Context: an optimization exercise on an open-source flow, tuned for small area and a short achievable clock period. The choices shown serve that exercise and are no tape-out recipe. No run shown here included a check of the RTL's function; only the layout flow was run. Power and IR drop assume default switching activity.

==> flow/design.v, too long to show whole: its modules and the start of the top module <==
// module fft_test_core: 2547 lines
// module fft_fa: 10 lines
// module fft_ha: 9 lines
module fft_test_core #(
  localparam int IW = 12,
  localparam int OW = 19,
  localparam int AW = 43
) (
  input  logic                 aclk,
  input  logic                 aresetn,
  input  logic [IW-1:0]        input_data_ch1,
  output logic signed [OW-1:0] fft_real,
  output logic signed [OW-1:0] fft_imag,
  output logic [AW-1:0]        amp,
  output logic                 fft_out_valid
);
  // ...
==> flow/flow/run.sh <==
#!/bin/bash
# The standard ORFS layout, with repair_timing aiming for a larger setup slack
# (the clock and constraints stay the design's) and a clock tree without dummy loads.
# Make's full output goes to make.log.
set -euo pipefail
export CTS_ARGS="-sink_clustering_enable -repair_clock_nets -dont_use_dummy_load -sink_clustering_size 25 -sink_clustering_max_diameter 70"
bash standard.sh SETUP_SLACK_MARGIN=${MARGIN:-11.5} finish > make.log 2>&1
==> flow/standard.sh <==
#!/bin/bash
# synth_recipe.tcl (not shown) runs the flow's synth.tcl, then flattens the netlist and writes it again
# the make line also repeats each setting of config.mk as NAME=value (left out here)
make -C /OpenROAD-flow-scripts/flow DESIGN_CONFIG=/design/flow/config.mk WORK_HOME=/design/flow/orfs CLKGATE_MAP_FILE= SYNTH_SCRIPT=/design/flow/synth_recipe.tcl "${@:-finish}"
==> flow/config.mk <==
export PLATFORM = sky130hd
export DESIGN_NAME = fft_test_core
export DESIGN_NICKNAME = fft_test_core
export VERILOG_FILES = /design/flow/design.v
export SDC_FILE = /design/flow/constraint.sdc
export NUM_CORES = 8
export LEC_CHECK = 0
export CAP_MARGIN = 20
export CORE_MARGIN = 2
export CORE_UTILIZATION = 55
export SLEW_MARGIN = 20
export SYNTH_HIERARCHICAL = 1
export SYNTH_MINIMUM_KEEP_SIZE = 0
==> flow/constraint.sdc <==
create_clock -name core_clock -period 16.0 [get_ports {aclk}]
set_input_delay 3.2000 -clock core_clock [delete_from_list [all_inputs] [get_ports {aclk}]]
set_output_delay 3.2000 -clock core_clock [all_outputs]
set_load 0.01 [all_outputs]
==> results.py, run 1 <==
metrics = {
    "cells_and_area": {
        "final_common_cell": "dfxtp_1",
        "final_cell_mix": "dfxtp_1 (2457), nor2_1 (681), o21ai_0 (616), a21oi_1 (598), a22oi_1 (520)",
        "multiInputGateArea_sq_um": 46440,
        "buffers": 443,
        "stdcell_count": 11670,
    },
    "floorplanning": {
        "die_h_microns": 431.6,
        "initial_core_util_pct": 55.47,
        "pin_count": 96,
    },
    "logic_synthesis": {
        "synthAdderAreaFrac_pct": 13.45,
        "netlist-cell-type-count": 96,
        "ys_seq_area_share_pct": 52.17,
        "synth_warnings": 7,
        "synthTopCellsByCount": "dfxtp_1 (2480), nor2_1 (698), o21ai_0 (693), a21oi_1 (615), a22oi_1 (528)",
    },
    "clock_tree": {
        "clock-sinks": 2593,
        "cts.hold.buffers_added": 0,
        "cts.clk_slew.worst_paths_ns": 0.09,
    },
    "place": {
        "hpwl_microns": 223100,
        "dp.cells": 11340,
    },
    "drt": {
        "vias_per_cell": 5.886,
        "met3_length_microns": 21010,
        "drc": 0,
        "met1Wirelength_microns": 134800,
        "route.met2.wl_microns": 134400,
    },
    "outcome": {
        "status": "timing/DRC/antenna clean",
    },
    "sta": {
        "fin_tns_setup_ns": 0,
        "holdWs_ns": 0.2435,
        "min_period_ns": 4.661,
    },
    "setup_path": {
        "r2r-end": "p_im[15]",
        "critPathLaunchType": "flip-flop",
    },
    "pwr": {
        "pwr-share-comb_pct": 1.0,
    },
}
==> run 2: changes to the inputs <==
--- a/flow/flow/run.sh
+++ b/flow/flow/run.sh
@@ -6,2 +6,2 @@
 export CTS_ARGS="-sink_clustering_enable -repair_clock_nets -dont_use_dummy_load -sink_clustering_size 25 -sink_clustering_max_diameter 70"
-bash standard.sh SETUP_SLACK_MARGIN=${MARGIN:-11.5} finish > make.log 2>&1
+bash standard.sh SETUP_SLACK_MARGIN=${MARGIN:-11.7} finish > make.log 2>&1
==> run 2 against run 1 <==
Area after synthesis is the same; global-route usage grew 0.67 points; via count grew 1.5%; setup slack gained 0.076 ns; clock-buffer cell count grew 1; non-clock buffer count grew 170; worst hold slack gained 0.026 ns; final area grew 2.9%; synthesized cell count is the same; sequential share of layout area shrank 1.3 points; clock power is essentially flat; critical path type is now reg2out; largest power group unchanged.
==> results.py, run 2 <==
metrics = {
    "drt": {
        "vias_per_cell": 5.892,
        "drtIter0Drc": 7094,
        "drc": 0,
        "antenna_left": 0,
        "num_vias": 69720,
        "routed_wl_microns": 312100,
        "wl_per_cell_microns": 26.37,
        "dr.pass1.iters": 11,
    },
    "setup_path": {
        "required_ns": 12.80,
        "critical_path.top_delay_family": "flip-flops",
        "path_max_fanout": 2,
        "critPathSlowestCell": "dfrtp_1",
        "path_buf_inv": 1,
        "reg2reg_depth": 11,
        "end_kind": "primary output",
        "critPathLaunchType": "flip-flop",
        "cp_cell_sequence": "buf_2",
        "worstPathArrival_ns": 1.38,
        "r2r-end": "tre_b[17]",
        "path_class": "reg2out",
        "slowest_delay_ns": 0.41,
        "reg2reg_slack_ns": 11.50,
        "rr_startpoint": "oc1[11]",
    },
    "global_routing": {
        "grt_pass1_vias": 65900,
        "grt_max_degree": 72,
        "grt_overflow_total": 0,
        "antenna_found_initial": 14,
        "grt_usage_pct": 32.74,
        "grt_pass1_wl_microns": 448500,
    },
    "cells_and_area": {
        "num-nets-final": 10260,
        "multiInputGateArea_sq_um": 47610,
        "final_util_pct": 62.71,
        "reg.largest.list": "r0 (1088), r1 (1088)",
        "final_cell_mix": "dfxtp_1 (2442), nor2_1 (672), a21oi_1 (592), o21ai_0 (558), a22oi_1 (497)",
        "regArea_sq_um": 52610,
        "final_area_sq_um": 113700,
        "drive_above_1_share_pct": 15.48,
        "nFillCells": 14520,
        "synthToLayoutAreaGrowth_pct": 13.06,
        "final_common_cell": "dfxtp_1",
    },
    "logic_synthesis": {
        "async_flop_share_pct": 4.358,
        "synth-simple-area-share_pct": 8.519,
        "syn_area_sq_um": 100600,
        "ys.flop_type": "dfxtp_1",
        "syn_avg_cell_area_sq_um": 10.79,
        "synth_warnings": 7,
        "synthTopCellsByCount": "dfxtp_1 (2480), nor2_1 (698), o21ai_0 (693), a21oi_1 (615), a22oi_1 (528)",
        "synthAdderAreaFrac_pct": 13.45,
        "yosysMostFrequentCell": "dfxtp_1",
        "synth_top_area_cell": "dfxtp_1",
        "synth_top_area_share_pct": 49.36,
        "synth_compound_area_share_pct": 14.33,
        "synthXorXnorAreaFrac_pct": 5.807,
        "netlist-cell-type-count": 96,
        "syn-instance-count": 9326,
        "synthTopCellsByArea": "dfxtp_1 (49%), fa_1 (9.6%), xor2_1 (4.2%)",
        "ys_ff_latch": 2593,
        "ys_seq_area_share_pct": 52.17,
        "synth_edf_count": 0,
        "synth_mux_area_share_pct": 2.494,
        "synth_top_family_by_area": "compound AO/OA/AOI/OAI gates",
    },
    "floorplanning": {
        "die_h_microns": 431.6,
        "die-area_sq_um": 186300,
        "pin_count": 96,
        "rows": 156,
        "die-width_microns": 431.6,
        "initial_core_util_pct": 55.47,
        "core-area_sq_um": 181300,
    },
    "pwr": {
        "power.leakage_nw": 49.43,
        "p_per_area_nw_per_um2": 90.00,
        "ir_drop_v": 0.0001211,
    },
    "sta": {
        "drv_slew": 0,
        "rsz0062_at_grt": "true",
        "setup_ws_ns": 11.42,
        "holdWs_ns": 0.2695,
        "post-route-period-util_pct": 28.66,
        "setup_viol": 0,
        "min_period_ns": 4.585,
        "skew_ns": 0.1042,
        "slew_headroom_pct": 15.25,
        "final-hold-violation-count": 0,
        "worstMarginPinSlew_ns": 1.271,
        "fmax_mhz": 218.1,
        "fin_tns_setup_ns": 0,
    },
    "clock_tree": {
        "cts_made_buffers": 145,
        "cts.hold.buffers_added": 0,
        "cts.path.max_buffers": 3,
        "htreeDepth": 4,
        "cts_tree": "yes",
        "cts.clk_slew.worst_paths_ns": 0.09,
        "clock_latency_ns": 0.84,
        "cts_root_buffer": "clkbuf_16",
        "clock-sinks": 2593,
    },
    "place": {
        "hpwl_microns": 222200,
        "place_congestion": 0.9564,
        "dpl_cell_area_sq_um": 103600,
        "place_ws_ns": 10.34,
        "io_buffers": 88,
    },
    "min_path": {
        "hold_end": "r1[324]",
        "hold_depth": 0,
        "min_path_type": "reg2reg",
        "min_from": "r1[358]",
    },
    "outcome": {
        "status": "timing/DRC/antenna clean",
    },
    "job": {
        "drv_cap": 0,
    },
}
## run 2: cell counts after synthesis
Identical to the previous run, type by type.
## run 2: cell type report
cell class,count,share of cell area [%]
inverters,211,0.7020
flip-flops and latches,2593,46.27
diodes,8,0.01760
well taps,2370,2.608
clock buffers,145,3.191
multi-input cells,5893,41.87
repair buffers,613,5.349
## run 2: modules after synthesis, one instance, submodules excluded
module | cell area [sq um] | flip-flops and latches | times used | cells inside
fft_fa | 20.02 | 0 | 470 | 1
fft_test_core | 90420 | 2593 | 1 | 8796
fft_ha | 12.51 | 0 | 60 | 1
## run 2: power breakdown
group          internal, mW  switching [mW]  total, mW
combinational        0.0359          0.0636     0.0995
sequential             6.53          0.0378       6.57
clock                  1.61            1.96       3.57
## run 2: kinds of logic after synthesis
| logic type | Yosys count |
|---|---|
| other | 1 |
| multiplexers | 231 |
| AND/OR/NAND/NOR | 1871 |
| adder cells (fa/ha/maj) | 791 |
| flip-flops | 2593 |
| buffers and inverters | 847 |
| AO/OA/AOI/OAI | 2326 |
| XOR/XNOR | 666 |
## run 2: how the worst max path moves through the flow
stage	cells after the start	slack (ns)	start	end
2_1_floorplan	13	11.69	oc3[7]	tre_b[18]
3_3_place_gp	17	10.35	wb1_0	r1[694]
3_5_place_dp	17	10.34	wb1_0	r1[694]
4_1_cts	1	11.35	fft_imag[17]	fft_imag[17]
5_1_grt	1	11.35	fft_imag[17]	fft_imag[17]
6_report	1	11.42	fft_imag[17]	fft_imag[17]
## run 2: what timing repair did
action / in CTS / in global routing
gates cloned: 17 / 5
setup buffers: 193 / 121
pin swaps: 172 / 191
gates resized for setup: 901 / 379
setup endpoints to repair: 471 / 313
## run 2: per-layer routing
layer	GRT usage, %	up-vias	part of all wire, %	wire [microns]
met3	5.439	615	7.1	22190
met5	0	-	0.0048	15
met2	49.58	2789	44	136600
li1	-	32000	-	-
met1	45.47	34320	43	135100
met4	16.43	2	5.8	18090
## run 2: worst register-to-register path, stage by stage, from the launching register on
cell     delay, ns
dfxtp_4       0.39
buf_12        0.16
xor2_1        0.17
buf_6         0.16
a22oi_2       0.16
o21ai_2       0.09
fa_1          0.56
fa_1          0.45
fa_1          0.56
fa_2          0.49
fa_2          0.63
fa_2          0.46
## run 2: per-stage QoR
step | instances | total power [mW]
final | 11830 | 10.23
after global placement | 11340 | 6.813
after global routing | 11830 | 10.55
after detailed placement | 11340 | 6.816
after floorplan | 9332 | 6.754
after CTS | 11700 | 10.31

port drivers added, routing unchanged:
How much do the figures lean on ideal ports? The routed layouts below were timed once more, with nothing changed but the port constraints. Step 1: set_driving_cell puts a clkbuf_16 on aclk and a buf_2 on each other input, an assumption about the parent block. Step 2 also shifts input and output timing later by t, the mid clock arrival at the registers, as if the neighbouring blocks saw the same clock. a / b / c = no drivers / after step 1 / after step 2; a / b = the first two.
run	shift t [ns]	setup WS [ns]	worst setup path after step 2	clock arrival spread, ns	worst register clock-pin slew, ns
run 1	0.875	11.339 / 11.316 / 11.275	input, reset recovery	0.121 / 0.121	0.10 / 0.10
run 2	0.873	11.415 / 11.329 / 11.247	input, reset recovery	0.127 / 0.127	0.10 / 0.10
After both steps setup and hold are still met in every run listed. The setup slack of run 2, which loses most, moves by -0.086 ns with the drivers and by -0.168 ns with both steps. The worst setup slack also covers recovery checks on asynchronous resets.
